This is an optimization exercise on Yosys and OpenROAD, whose aim is small area, a short achievable clock period and few clock cycles per item, not a production implementation. Function was checked by simulation only, so behaviour that the tests miss may differ from the original.

Setup of job 101:
## aes_inv_top
module aes_inv_top (
  input  logic                clk_sys,
  input  logic                rst_n,
  input  logic                req,
  input  logic [127:0]        cipher_text,
  input  logic [127:0]        key_last,
  output logic                ack,
  output logic [127:0]        plain_text
);
For scale: ~270 flip-flops, ~390 I/O pins.
Settings: LEC_CHECK=0, CAP_MARGIN=20, CORE_MARGIN=2, CORE_UTILIZATION=70, CTS_BUF_LIST=sky130_fd_sc_hd__clkbuf_8, SETUP_SLACK_MARGIN=1.5, SLEW_MARGIN=20; clock period 8.0 ns.
standard.sh (not shown) runs the stock make flow with config.mk's settings and CLKGATE_MAP_FILE= SYNTH_SCRIPT=/design/flow/synth_recipe.tcl, a recipe that flattens the netlist after the stock synthesis.
==> flow/flow/run.sh <==
#!/bin/bash
# Own layout flow: the standard layout (standard.sh, unchanged steps and
# settings), except that Yosys's ABC maps the logic with flow/abc.script
# instead of ORFS's abc_speed.script, and the port buffers that global
# placement inserts on every input and output are buf_1 cells, and timing-
# driven global placement weights the 50% most critical nets instead of 10%.
# Registers
# come from dfflibmap before ABC, so they are the standard synthesis's.
set -euo pipefail
W=$(pwd)
sed 's#log_cmd abc {\*}\$abc_args#log_cmd abc {*}[lreplace $abc_args 1 1 '"$W"'/flow/abc.script]#' \
  "$FLOW_HOME/scripts/synth.tcl" > "$W/flow_synth_orfs.tcl"
grep -q "flow/abc.script" "$W/flow_synth_orfs.tcl"
sed "s#\$::env(SCRIPTS_DIR)/synth.tcl#$W/flow_synth_orfs.tcl#" "$W/synth_recipe.tcl" > "$W/flow_synth.tcl"
grep -q "flow_synth_orfs.tcl" "$W/flow_synth.tcl"
bash standard.sh SYNTH_SCRIPT="$W/flow_synth.tcl" \
  "BUFFER_PORTS_ARGS=-buffer_cell sky130_fd_sc_hd__buf_1" \
  "GLOBAL_PLACEMENT_ARGS=-timing_driven_nets_percentage 50" finish > "$W/standard.log" 2>&1
==> flow/flow/abc.script <==
strash
dc2
resub -K 8
dc2
dch -f
map -a
topo
stime -c
buffer -c
upsize -c
dnsize -c
Testbench counts of job 101, summed over its fixed seeds: cycles 4,216, blocks 384.
Relative to job 101, the following input files were edited for job 102:
- CORE_UTILIZATION: 70 -> 65
Findings:
Job 102 finished end to end and its layout was clean on timing, DRC and antenna.
Routed wire length shrinks slightly when moving from job 101 to job 102.
Looking at path length in cells of the critical path, job 102 sits below job 101.
Delta (job 102 minus job 101): cell count shows an increase of 0.71%, worst setup slack shows an increase of 0.046 ns, cell area fell by 0.72%, layout buffer count excluding clock buffers moved down.
Compared with job 101, job 102 shows a number of setup buffers added after CTS that is 1 lower.
[job 102 vs job 101] worst hold slack: higher in job 102
Changes in job 103 relative to job 102:
- CORE_UTILIZATION changed from 65 to 60
- SETUP_SLACK_MARGIN changed from 1.5 to 2.5
-- flow/flow/run.sh --
<<< job 102, line 5
# placement inserts on every input and output are buf_1 cells, and timing-
# driven global placement weights the 50% most critical nets instead of 10%.
# Registers
>>> job 103, line 5
# placement inserts on every input and output are buf_1 cells, and timing-
# driven global placement weights the 30% most critical nets instead of 10%.
# Registers
<<< job 102, line 17
  "BUFFER_PORTS_ARGS=-buffer_cell sky130_fd_sc_hd__buf_1" \
  "GLOBAL_PLACEMENT_ARGS=-timing_driven_nets_percentage 50" finish > "$W/standard.log" 2>&1
>>> job 103, line 17
  "BUFFER_PORTS_ARGS=-buffer_cell sky130_fd_sc_hd__buf_1" \
  "GLOBAL_PLACEMENT_ARGS=-timing_driven_nets_percentage 30" finish > "$W/standard.log" 2>&1
==> results.txt <==
Flow for job 103 halted at global routing (5_1_grt), error code GRT-0232. Row effective utilization at floorplan: job 103 lower / job 102 higher. | area after detailed placement | job 103 vs job 102 | about 1.3% higher |. Of job 103 and job 102, it is job 103 that has the higher buffer count from post-CTS setup fixing. The lower total placed cells including tap cells of job 103 and job 102 is in job 102. Per the comparison of job 103 with job 102, height of the die went up by 4.0%; HPWL after detailed placement grew by 3.2 mm.
Input-level comparison between job 104 and job 103:
- SETUP_SLACK_MARGIN changed from 2.5 to 1.5
==> comparison <==
Job 104 ended with every stage complete and zero timing, DRC or antenna violations.
Stage in which a tool error killed job 103: global routing (5_1_grt).
Diff job 103..job 104 | net count after synthesis | unchanged
Summary of the comparison: placement-stage cell area is lower in job 104, relative to job 103.
Number of clock buffers inserted by TritonCTS in job 104 is 3 higher than in job 103
Synthesized area: job 104 vs job 103 identical
Reported for job 104 and job 103, number of input and output port buffers inserted turned out identical to the last digit.
Summary of the comparison: post-CTS resize count is lower in job 104, relative to job 103.

Another version of the RTL of aes_inv_top (not shown whole).
Size in the first run: about 5,600 cells after synthesis, about 270 flip-flops, ~390 I/O pins, about 0.042 mm^2 of cells after synthesis.
## aes_inv_top
module aes_inv_top (
  input  logic                clk_sys,
  input  logic                rst_n,
  input  logic                req,
  input  logic [127:0]        cipher_text,
  input  logic [127:0]        key_last,
  output logic                ack,
  output logic [127:0]        plain_text
);
==> flow/config.mk <==
export PLATFORM = sky130hd
export DESIGN_NAME = aes_inv_top
export DESIGN_NICKNAME = aes_inv_top
export VERILOG_FILES = /design/flow/design.v
export SDC_FILE = /design/flow/constraint.sdc
export NUM_CORES = 4
export LEC_CHECK = 0
export CAP_MARGIN = 20
export CORE_MARGIN = 2
export CORE_UTILIZATION = 65
export CTS_BUF_LIST = sky130_fd_sc_hd__clkbuf_8
export SLEW_MARGIN = 20
==> flow/constraint.sdc <==
create_clock -name core_clock -period 8.0 [get_ports {clk_sys}]
set_input_delay 1.6000 -clock core_clock [delete_from_list [all_inputs] [get_ports {clk_sys}]]
set_output_delay 1.6000 -clock core_clock [all_outputs]
set_load 0.01 [all_outputs]
==> flow/flow/run.sh <==
#!/bin/bash
# Own layout flow: the standard layout (standard.sh, unchanged steps and
# settings), except that Yosys's ABC maps the logic with flow/abc.script
# instead of ORFS's abc_speed.script, and the port buffers that global
# placement inserts on every input and output are buf_1 cells, and timing-
# driven global placement weights the 30% most critical nets instead of 10%.
# Registers
# come from dfflibmap before ABC, so they are the standard synthesis's.
set -euo pipefail
W=$(pwd)
sed 's#log_cmd abc {\*}\$abc_args#log_cmd abc {*}[lreplace $abc_args 1 1 '"$W"'/flow/abc.script]#' \
  "$FLOW_HOME/scripts/synth.tcl" > "$W/flow_synth_orfs.tcl"
grep -q "flow/abc.script" "$W/flow_synth_orfs.tcl"
sed "s#\$::env(SCRIPTS_DIR)/synth.tcl#$W/flow_synth_orfs.tcl#" "$W/synth_recipe.tcl" > "$W/flow_synth.tcl"
grep -q "flow_synth_orfs.tcl" "$W/flow_synth.tcl"
bash standard.sh SYNTH_SCRIPT="$W/flow_synth.tcl" \
  "BUFFER_PORTS_ARGS=-buffer_cell sky130_fd_sc_hd__buf_1" \
  "GLOBAL_PLACEMENT_ARGS=-timing_driven_nets_percentage 30" finish > "$W/standard.log" 2>&1
==> flow/flow/abc.script <==
strash
dc2
dch -f
map -a
topo
stime -c
buffer -c
upsize -c
dnsize -c
The baseline produced a clean layout.
Testbench counts at the start, summed over its fixed seeds: cycles 4,216, blocks 384.
Change:
--- a/flow/flow/run.sh
+++ b/flow/flow/run.sh
@@ -5,3 +5 @@
-# placement inserts on every input and output are buf_1 cells, and timing-
-# driven global placement weights the 30% most critical nets instead of 10%.
-# Registers
+# placement inserts on every input and output are buf_1 cells. Registers
@@ -17,2 +15 @@
-  "BUFFER_PORTS_ARGS=-buffer_cell sky130_fd_sc_hd__buf_1" \
-  "GLOBAL_PLACEMENT_ARGS=-timing_driven_nets_percentage 30" finish > "$W/standard.log" 2>&1
+  "BUFFER_PORTS_ARGS=-buffer_cell sky130_fd_sc_hd__buf_1" finish > "$W/standard.log" 2>&1
Settings changed: CORE_UTILIZATION 65 to 60, CTS_BUF_LIST sky130_fd_sc_hd__clkbuf_8 to default.
What happened: Worst setup slack loses 0.11 ns. Wire length shrinks by 0.96%. First-iteration DRC count drops by 12%. Final cell count climbs by 0.96%. Synthesized cell count stays the same. Utilization goes down by 5.2 points.
Change:
--- a/flow/flow/run.sh
+++ b/flow/flow/run.sh
@@ -5 +5,3 @@
-# placement inserts on every input and output are buf_1 cells. Registers
+# placement inserts on every input and output are buf_1 cells, and timing-
+# driven global placement weights the 30% most critical nets instead of 10%.
+# Registers
@@ -15 +17,2 @@
-  "BUFFER_PORTS_ARGS=-buffer_cell sky130_fd_sc_hd__buf_1" finish > "$W/standard.log" 2>&1
+  "BUFFER_PORTS_ARGS=-buffer_cell sky130_fd_sc_hd__buf_1" \
+  "GLOBAL_PLACEMENT_ARGS=-timing_driven_nets_percentage 30" finish > "$W/standard.log" 2>&1
==> flow/flow/abc.script (replaced) <==
strash
dc2
resub -K 8
dc2
dch -f
map -a
topo
stime -c
buffer -c
upsize -c
dnsize -c
Settings changed: CORE_UTILIZATION 60 to 65, CTS_BUF_LIST from default to sky130_fd_sc_hd__clkbuf_8, SETUP_SLACK_MARGIN from default to 1.5.
What happened: Sequential share of layout area came out lower by 0.71 points; hold slack barely changes; core utilization came out higher by 11 points; global-route usage came out higher by 4.2 points; critical path depth came out lower by 1.
Change:
Settings changed: SETUP_SLACK_MARGIN 1.5 to default.
After rerunning:
- The changed run produced a clean layout
- final area drops by 6.8%
- worst setup slack loses 0.22 ns
- count of clock-buffer cells in the layout stays the same

v2:
aes_inv_top with an RTL version that a note above also has.
Size in the first run: roughly 390 I/O pins, ~42,000 um2 of cells after synthesis.
// aes_inv_top
module aes_inv_top (
  input  logic                clk_sys,
  input  logic                rst_n,
  input  logic                req,
  input  logic [127:0]        cipher_text,
  input  logic [127:0]        key_last,
  output logic                ack,
  output logic [127:0]        plain_text
);
  logic [1:0]   busy_k;
  logic [1:0]   busy_d;
  logic         last_round;
  logic [127:0] key_prev;
  logic [127:0] state;
  logic [127:0] round_out;
  aes_inv_control u_control (
    .clk_sys     (clk_sys),
    .rst_n       (rst_n),
    .req         (req),
    .round_out   (round_out),
    .key_prev    (key_prev),
    .last_round  (last_round),
    .ack         (ack),
    .plain_text  (plain_text),
    .state       (state),
    .busy_k      (busy_k),
    .busy_d      (busy_d)
  );
  aes_inv_round u_round (
    .state       (state),
    .cipher_text (cipher_text),
    .key_last    (key_last),
    .busy        (busy_d),
    .round_out   (round_out)
  );
  aes_inv_key_sched u_key_sched (
    .clk_sys    (clk_sys),
    .key_last   (key_last),
    .busy       (busy_k),
    .key_prev   (key_prev),
    .last_round (last_round)
  );
endmodule
clock: 8.0 ns
lec_check: 0
cap_margin: 20
core_margin: 2
core_utilization: 65
cts_buf_list: sky130_fd_sc_hd__clkbuf_8
setup_slack_margin: 2.0
slew_margin: 20
==> flow/flow/run.sh <==
#!/bin/bash
# Own layout flow: the standard layout (standard.sh, unchanged steps and
# settings), except that Yosys's ABC maps the logic with flow/abc.script
# instead of ORFS's abc_speed.script, and the port buffers that global
# placement inserts on every input and output are buf_1 cells, and timing-
# driven global placement weights the 30% most critical nets instead of 10%.
# Registers
# come from dfflibmap before ABC, so they are the standard synthesis's.
set -euo pipefail
W=$(pwd)
sed 's#log_cmd abc {\*}\$abc_args#log_cmd abc {*}[lreplace $abc_args 1 1 '"$W"'/flow/abc.script]#' \
  "$FLOW_HOME/scripts/synth.tcl" > "$W/flow_synth_orfs.tcl"
grep -q "flow/abc.script" "$W/flow_synth_orfs.tcl"
sed "s#\$::env(SCRIPTS_DIR)/synth.tcl#$W/flow_synth_orfs.tcl#" "$W/synth_recipe.tcl" > "$W/flow_synth.tcl"
grep -q "flow_synth_orfs.tcl" "$W/flow_synth.tcl"
bash standard.sh SYNTH_SCRIPT="$W/flow_synth.tcl" \
  "BUFFER_PORTS_ARGS=-buffer_cell sky130_fd_sc_hd__buf_1" \
  "GLOBAL_PLACEMENT_ARGS=-timing_driven_nets_percentage 30" finish > "$W/standard.log" 2>&1
==> flow/flow/abc.script <==
strash
dc2
resub -K 8
dc2
dch -f
map -a
topo
stime -c
buffer -c
upsize -c
dnsize -c
In v2 the implementation completed, yet the final layout does not meet the checks, the culprit being max-capacitance violations, max-slew violations.
Testbench counts of v2, summed over its fixed seeds: cycles 4,216, blocks 384.
Modified inputs, v11 compared to v2
Settings: removing SETUP_SLACK_MARGIN (formerly 2.0).
--- outcome ---
v11 reached the end of the flow, and the finished layout is clean on the timing, DRC and antenna checks.
v2 → v11: non-clock buffer count lower; wire length of the first global-routing pass lower.
Looking only at final design area excluding fillers, and setting everything else aside, the lower value of v2 and v11 goes to v11.
On worst setup margin, v2 beats v11.
For v13, these inputs were changed with respect to v11:
Settings: SETUP_SLACK_MARGIN: unset -> 1.5.
Results
- Post-layout instance area ends up higher on v13.
- Re fill cell instance count of the final layout: v11 was higher than v13.
- Taking v11 as the reference, in v13 setup slack went up 430 ps; growth of design area from synthesis to finish picked up an extra 3.6 points; met2 capacity usage during global routing now sits at about the same level.
- Looking at end point of the critical path, the u_control.data_q[34] result is from v11; the u_control.data_q[7] one comes from v13.
- v13 and v11 ended up with nearly the same wire length of the first global-routing pass.

separate check: timing with driven ports:
The results above use ideal ports. As a check the final layouts listed here were re-extracted and re-timed, cells and wires unchanged. Step 1 sets driving cells, clkbuf_16 on the clock port and buf_2 on the other inputs (assumed; they add their load-dependent delay and slew). Step 2 times the ports against the registers' clock, not the clock port: input delays grow and output delays shrink by t, the midpoint of the rising clock arrivals with the driver on. Three values: ideal, step 1, step 2; two values: the first two.
| run | t (ns) | setup slack, ns | worst hold slack (ns) | worst register clock-pin slew, ns | worst slew at a driven data input, ns |
|---|---|---|---|---|---|
| job 101 | 0.710 | 1.703 / 1.703 / 1.047 | 0.451 / 0.451 / 0.451 | 0.07 / 0.07 | 0.05 |
| job 102 | 0.736 | 1.749 / 1.749 / 1.078 | 0.469 / 0.469 / 0.469 | 0.07 / 0.07 | 0.12 |
| job 104 | 0.732 | 1.728 / 1.728 / 1.078 | 0.464 / 0.464 / 0.464 | 0.07 / 0.07 | 0.15 |
| the first run of note 2 | 0.739 | 1.224 / 1.224 / 0.527 | 0.442 / 0.442 / 0.442 | 0.08 / 0.08 | 0.06 |
| the second run of note 2 | 0.636 | 1.116 / 1.116 / 0.756 | 0.453 / 0.453 / 0.453 | 0.07 / 0.07 | 0.10 |
| the third run of note 2 | 0.744 | 1.522 / 1.522 / 1.119 | 0.453 / 0.453 / 0.453 | 0.08 / 0.08 | 0.10 |
| the fourth run of note 2 | 0.741 | 1.297 / 1.297 / 0.659 | 0.454 / 0.454 / 0.454 | 0.07 / 0.07 | 0.09 |
| v2 | 0.734 | 1.691 / 1.691 / 1.384 | 0.457 / 0.457 / 0.457 | 0.08 / 0.08 | 0.09 |
| v11 | 0.735 | 1.309 / 1.309 / 0.628 | 0.468 / 0.468 / 0.468 | 0.07 / 0.07 | 0.07 |
| v13 | 0.731 | 1.742 / 1.742 / 1.093 | 0.471 / 0.471 / 0.471 | 0.07 / 0.07 | 0.07 |
The setup slack of the first run of note 2, which loses most, moves by 0.000 ns with the drivers and by -0.697 ns with both steps.
